What follows belongs to an exercise in optimizing a design on an open flow for small area; a production flow would make more cautious choices.
In this exercise RTL edits were held to simulation tests only and were not proved equivalent to the original.
Power is estimated from default activity; no workload was simulated.

==> module photon_tagger, before the edit <==
module photon_tagger (
	input  wire                          clk,
	input  wire                          rst,
	input  wire                          rst_d,
	input  wire [4-1:0]       detectors,
	input  wire                          wr_det,
	input  wire [4-1:0]       wr_mask,
	output logic                         hit,
	output logic [4-1:0]      hit_mask
);
	logic [4-1:0] det_en;
	logic [4-1:0] sync_a;
	logic [4-1:0] sync_b;
	logic [4-1:0] det_prev;
	logic [4-1:0] tag;
	logic [2:0]              dead [4];
	always_ff @(posedge clk) begin
		if (rst_d | wr_det)
			det_en <= wr_mask;
	end
	always_ff @(posedge clk) begin
		sync_a <= detectors;
		sync_b <= sync_a;
		det_prev <= sync_b;
	end
	logic [4-1:0] fb;
	always_comb begin
		for (int i = 0; i < 4; i++) begin
			tag[i] = det_en[i] & sync_b[i] & ~det_prev[i] & (dead[i] == 3'b000);
			hit_mask[i] = (dead[i] == 3'b001);
			fb[i] = (~dead[i][2] & dead[i][0]) | (dead[i][2] & dead[i][1] & ~dead[i][0]);
		end
	end
	assign hit = |hit_mask;
	always_ff @(posedge clk) begin
		for (int i = 0; i < 4; i++)
			dead[i] <= rst ? 3'b101 : {dead[i][1:0], fb[i] | tag[i]};
	end
endmodule
==> module pulse_seq, before the edit <==
module pulse_seq (
	input  wire                          clk,
	input  wire                          rst,
	input  wire                          rst_d,
	input  wire                          wr_run,
	input  wire                          wr_init,
	input  wire [4-1:0]       wr_timing,
	input  wire [31:0]                   reg_value,
	output logic [4-1:0]      laser_en,
	output logic                         toggle
);
	logic [4-1:0] run_mask;
	logic [4-1:0] run_next;
	logic [4-1:0] init_mask;
	logic [4-1:0] active;
	logic [4-1:0] flip;
	logic [4-1:0] load;
	logic [4-1:0] lvl;
	logic [31:0]             timing [4];
	assign run_next = wr_run ? reg_value[4-1:0] : run_mask;
	always_ff @(posedge clk) begin
		if (rst) begin
			run_mask <= '0;
			init_mask <= '0;
		end else begin
			run_mask <= run_next;
			if (wr_init)
				init_mask <= reg_value[4-1:0];
		end
		for (int i = 0; i < 4; i++)
			if (rst_d | wr_timing[i])
				timing[i] <= reg_value;
	end
	logic [15:0] ncnt [4];
	logic [15:0] ninc [4];
	logic [4-1:0] s_hi;
	logic [4-1:0] s_lo;
	always_comb begin
		for (int i = 0; i < 4; i++) begin
			active[i] = run_next[i] & run_mask[i];
			flip[i] = active[i] & (ncnt[i] == 16'hFFFE);
			load[i] = ~active[i] | flip[i];
			lvl[i] = active[i] ? ~laser_en[i] : init_mask[i];
			s_hi[i] = load[i] & lvl[i];
			s_lo[i] = load[i] & ~lvl[i];
			ninc[i] = ncnt[i] + 16'd1;
		end
	end
	always_ff @(posedge clk) begin
		if (rst) begin
			laser_en <= '0;
			toggle <= 1'b0;
		end else begin
			toggle <= |flip;
			for (int i = 0; i < 4; i++)
				if (load[i])
					laser_en[i] <= lvl[i];
		end
		for (int i = 0; i < 4; i++)
			ncnt[i] <= ~(({16{s_hi[i]}} & timing[i][31:16]) |
			             ({16{s_lo[i]}} & timing[i][15:0]) |
			             ({16{~load[i]}} & ~ninc[i]));
	end
endmodule
==> module timetag_top, before the edit <==
module timetag_top (
	input  wire                     clk,
	input  wire                     rst,
	input  wire [7:0]               cmd_data,
	input  wire                     cmd_wr,
	input  wire [4-1:0]  detectors,
	output logic [4-1:0] laser_en,
	output logic                    rec_valid,
	output logic [31:0]             rec_data
);
	logic                    reg_wr;
	logic [2:0]              reg_code;
	logic [31:0]             reg_value;
	logic                    wr_det;
	logic                    wr_run;
	logic                    wr_init;
	logic [4-1:0] wr_timing;
	logic                    hit;
	logic [4-1:0] hit_mask;
	logic                    toggle;
	logic                    rst_d;
	always_ff @(posedge clk)
		rst_d <= rst;
	cmd_parser u_parser (
		.clk       (clk),
		.rst       (rst),
		.cmd_data  (cmd_data),
		.cmd_wr    (cmd_wr),
		.reg_wr    (reg_wr),
		.reg_code  (reg_code),
		.reg_value (reg_value)
	);
	assign wr_det  = reg_wr & (reg_code == 3'd1);
	assign wr_run  = reg_wr & (reg_code == 3'd2);
	assign wr_init = reg_wr & (reg_code == 3'd3);
	always_comb
		for (int i = 0; i < 4; i++)
			wr_timing[i] = reg_wr & (reg_code == 3'(4 + i));
	photon_tagger u_tagger (
		.clk       (clk),
		.rst       (rst),
		.rst_d     (rst_d),
		.detectors (detectors),
		.wr_det    (wr_det),
		.wr_mask   (reg_value[4-1:0]),
		.hit       (hit),
		.hit_mask  (hit_mask)
	);
	pulse_seq u_seq (
		.clk       (clk),
		.rst       (rst),
		.rst_d     (rst_d),
		.wr_run    (wr_run),
		.wr_init   (wr_init),
		.wr_timing (wr_timing),
		.reg_value (reg_value),
		.laser_en  (laser_en),
		.toggle    (toggle)
	);
	record_merger u_merger (
		.clk       (clk),
		.rst       (rst),
		.hit       (hit),
		.hit_mask  (hit_mask),
		.toggle    (toggle),
		.laser_en  (laser_en),
		.rec_valid (rec_valid),
		.rec_data  (rec_data)
	);
endmodule
==> flow/config.mk <==
export PLATFORM = sky130hd
export DESIGN_NAME = timetag_top
export DESIGN_NICKNAME = timetag_top
export VERILOG_FILES = /design/flow/design.v
export SDC_FILE = /design/flow/constraint.sdc
export NUM_CORES = 4
export LEC_CHECK = 0
export CAP_MARGIN = 0
export CORE_MARGIN = 2
export CORE_UTILIZATION = 60
export GPL_TIMING_DRIVEN = 0
export SLEW_MARGIN = 0
==> flow/constraint.sdc <==
create_clock -name core_clock -period 5.0 [get_ports {clk}]
set_input_delay 1.0000 -clock core_clock [delete_from_list [all_inputs] [get_ports {clk}]]
set_output_delay 1.0000 -clock core_clock [all_outputs]
set_load 0.01 [all_outputs]
standard.sh (not shown) runs the stock make flow with config.mk's settings and CLKGATE_MAP_FILE= SYNTH_SCRIPT=/design/flow/synth_recipe.tcl, a recipe that flattens the netlist after the stock synthesis.
==> flow/flow/run.sh <==
#!/bin/bash
# Layout flow: the standard ORFS flow with an area-oriented ABC mapping
# script, a coarser clock tree and small port buffers. Every other step is
# the standard one.
set -euo pipefail
HERE=$PWD
FLOWDIR=$HERE/flow

# Synthesis script: the standard flow's, with the final ABC call using our script
{
	head -n 1 synth_recipe.tcl
	cat <<'TCL'
proc abc {args} {
  set i [lsearch -exact $args -script]
  if { $i >= 0 } { lset args [expr {$i + 1}] $::env(MY_ABC_SCRIPT) }
  yosys abc {*}$args
}
TCL
	tail -n +2 synth_recipe.tcl
} > my_synth.tcl
export MY_ABC_SCRIPT=$FLOWDIR/abc_area.script

MAKELINE=$(grep '^make ' standard.sh)
MAKELINE=${MAKELINE//SYNTH_SCRIPT=$HERE\/synth_recipe.tcl/SYNTH_SCRIPT=$HERE\/my_synth.tcl}
MAKELINE=${MAKELINE%\"\$\{@:-finish\}\"}
echo "$MAKELINE" > make_cmd.txt

EXTRA=()
if [[ -f $FLOWDIR/extra.sh ]]; then source $FLOWDIR/extra.sh; fi

eval "$MAKELINE" '"${EXTRA[@]}"' finish > make.log 2>&1

RES=$(sed -n 's/.*WORK_HOME=\([^ ]*\).*/\1/p' make_cmd.txt)/results/sky130hd/timetag_top/base
: # left out here: write the final layout as DEF
==> flow/flow/abc_area.script <==
strash
dc2
dch
amap -F 10 -A 10
topo
stime -c
dnsize -c
==> flow/flow/extra.sh <==
EXTRA=(
	"ADDER_MAP_FILE="
	"CTS_ARGS=-sink_clustering_enable -repair_clock_nets -sink_clustering_size 10 -sink_clustering_max_diameter 50 -dont_use_dummy_load -buf_list sky130_fd_sc_hd__clkbuf_4"
	"BUFFER_PORTS_ARGS=-buffer_cell sky130_fd_sc_hd__buf_1"
)
Edit:
--- a/flow/design.v
+++ b/flow/design.v
@@ -113,7 +113,6 @@
 module photon_tagger (
 	input  wire                          clk,
 	input  wire                          rst,
-	input  wire                          rst_d,
 	input  wire [4-1:0]       detectors,
 	input  wire                          wr_det,
 	input  wire [4-1:0]       wr_mask,
@@ -127,7 +126,9 @@
 	logic [4-1:0] tag;
 	logic [2:0]              dead [4];
 	always_ff @(posedge clk) begin
-		if (rst_d | wr_det)
+		if (rst)
+			det_en <= '0;
+		else if (wr_det)
 			det_en <= wr_mask;
 	end
 	always_ff @(posedge clk) begin
@@ -146,7 +147,7 @@
 	assign hit = |hit_mask;
 	always_ff @(posedge clk) begin
 		for (int i = 0; i < 4; i++)
-			dead[i] <= rst ? 3'b101 : {dead[i][1:0], fb[i] | tag[i]};
+			dead[i] <= rst ? 3'b000 : {dead[i][1:0], fb[i] | tag[i]};
 	end
 endmodule
 `default_nettype wire
@@ -155,7 +156,6 @@
 module pulse_seq (
 	input  wire                          clk,
 	input  wire                          rst,
-	input  wire                          rst_d,
 	input  wire                          wr_run,
 	input  wire                          wr_init,
 	input  wire [4-1:0]       wr_timing,
@@ -172,6 +172,9 @@
 	logic [4-1:0] lvl;
 	logic [31:0]             timing [4];
 	assign run_next = wr_run ? reg_value[4-1:0] : run_mask;
+	logic rst_d;
+	always_ff @(posedge clk)
+		rst_d <= rst;
 	always_ff @(posedge clk) begin
 		if (rst) begin
 			run_mask <= '0;
@@ -325,9 +328,6 @@
 	logic                    hit;
 	logic [4-1:0] hit_mask;
 	logic                    toggle;
-	logic                    rst_d;
-	always_ff @(posedge clk)
-		rst_d <= rst;
 	cmd_parser u_parser (
 		.clk       (clk),
 		.rst       (rst),
@@ -346,7 +346,6 @@
 	photon_tagger u_tagger (
 		.clk       (clk),
 		.rst       (rst),
-		.rst_d     (rst_d),
 		.detectors (detectors),
 		.wr_det    (wr_det),
 		.wr_mask   (reg_value[4-1:0]),
@@ -356,7 +355,6 @@
 	pulse_seq u_seq (
 		.clk       (clk),
 		.rst       (rst),
-		.rst_d     (rst_d),
 		.wr_run    (wr_run),
 		.wr_init   (wr_init),
 		.wr_timing (wr_timing),
Global-route usage decreases by 1.1 points.
Setup slack degrades by 5.3 ps.
Power falls by 1.3%.
Die area went up by 0.32%.
Wire length falls by 2.0%.
Clock skew barely changes.
Design area is about the same.
Via count is about the same.
Combinational power falls by 8.4%.
Maximum frequency stays flat.
Count of clock-buffer cells in the layout came out higher by 1.

port drivers added, routing unchanged:
In the flow no input, the clock included, has a driving cell. The finished layouts below were timed again as built, in two steps.
Step 1, drivers: a clkbuf_16 drives clk and a buf_2 each remaining input, both assumed.
Step 2 adds t to the input delays and takes it off the output delays; t is the mean of the earliest and latest rising clock arrival at the registers after step 1. Input paths then give back, and output paths get back, about the clock's delay inside the block.
Three values: no drivers, after step 1, after step 2; two values: the first two.
run	shift t [ns]	slack for setup (ns)	clock arrival spread, ns	pins driven straight from the clock port
the first run	0.664	0.540 / 0.500 / 0.946	0.050 / 0.050	1
the second run	0.645	0.535 / 0.496 / 0.812	0.079 / 0.079	1
After both steps setup and hold are still met in every run listed.
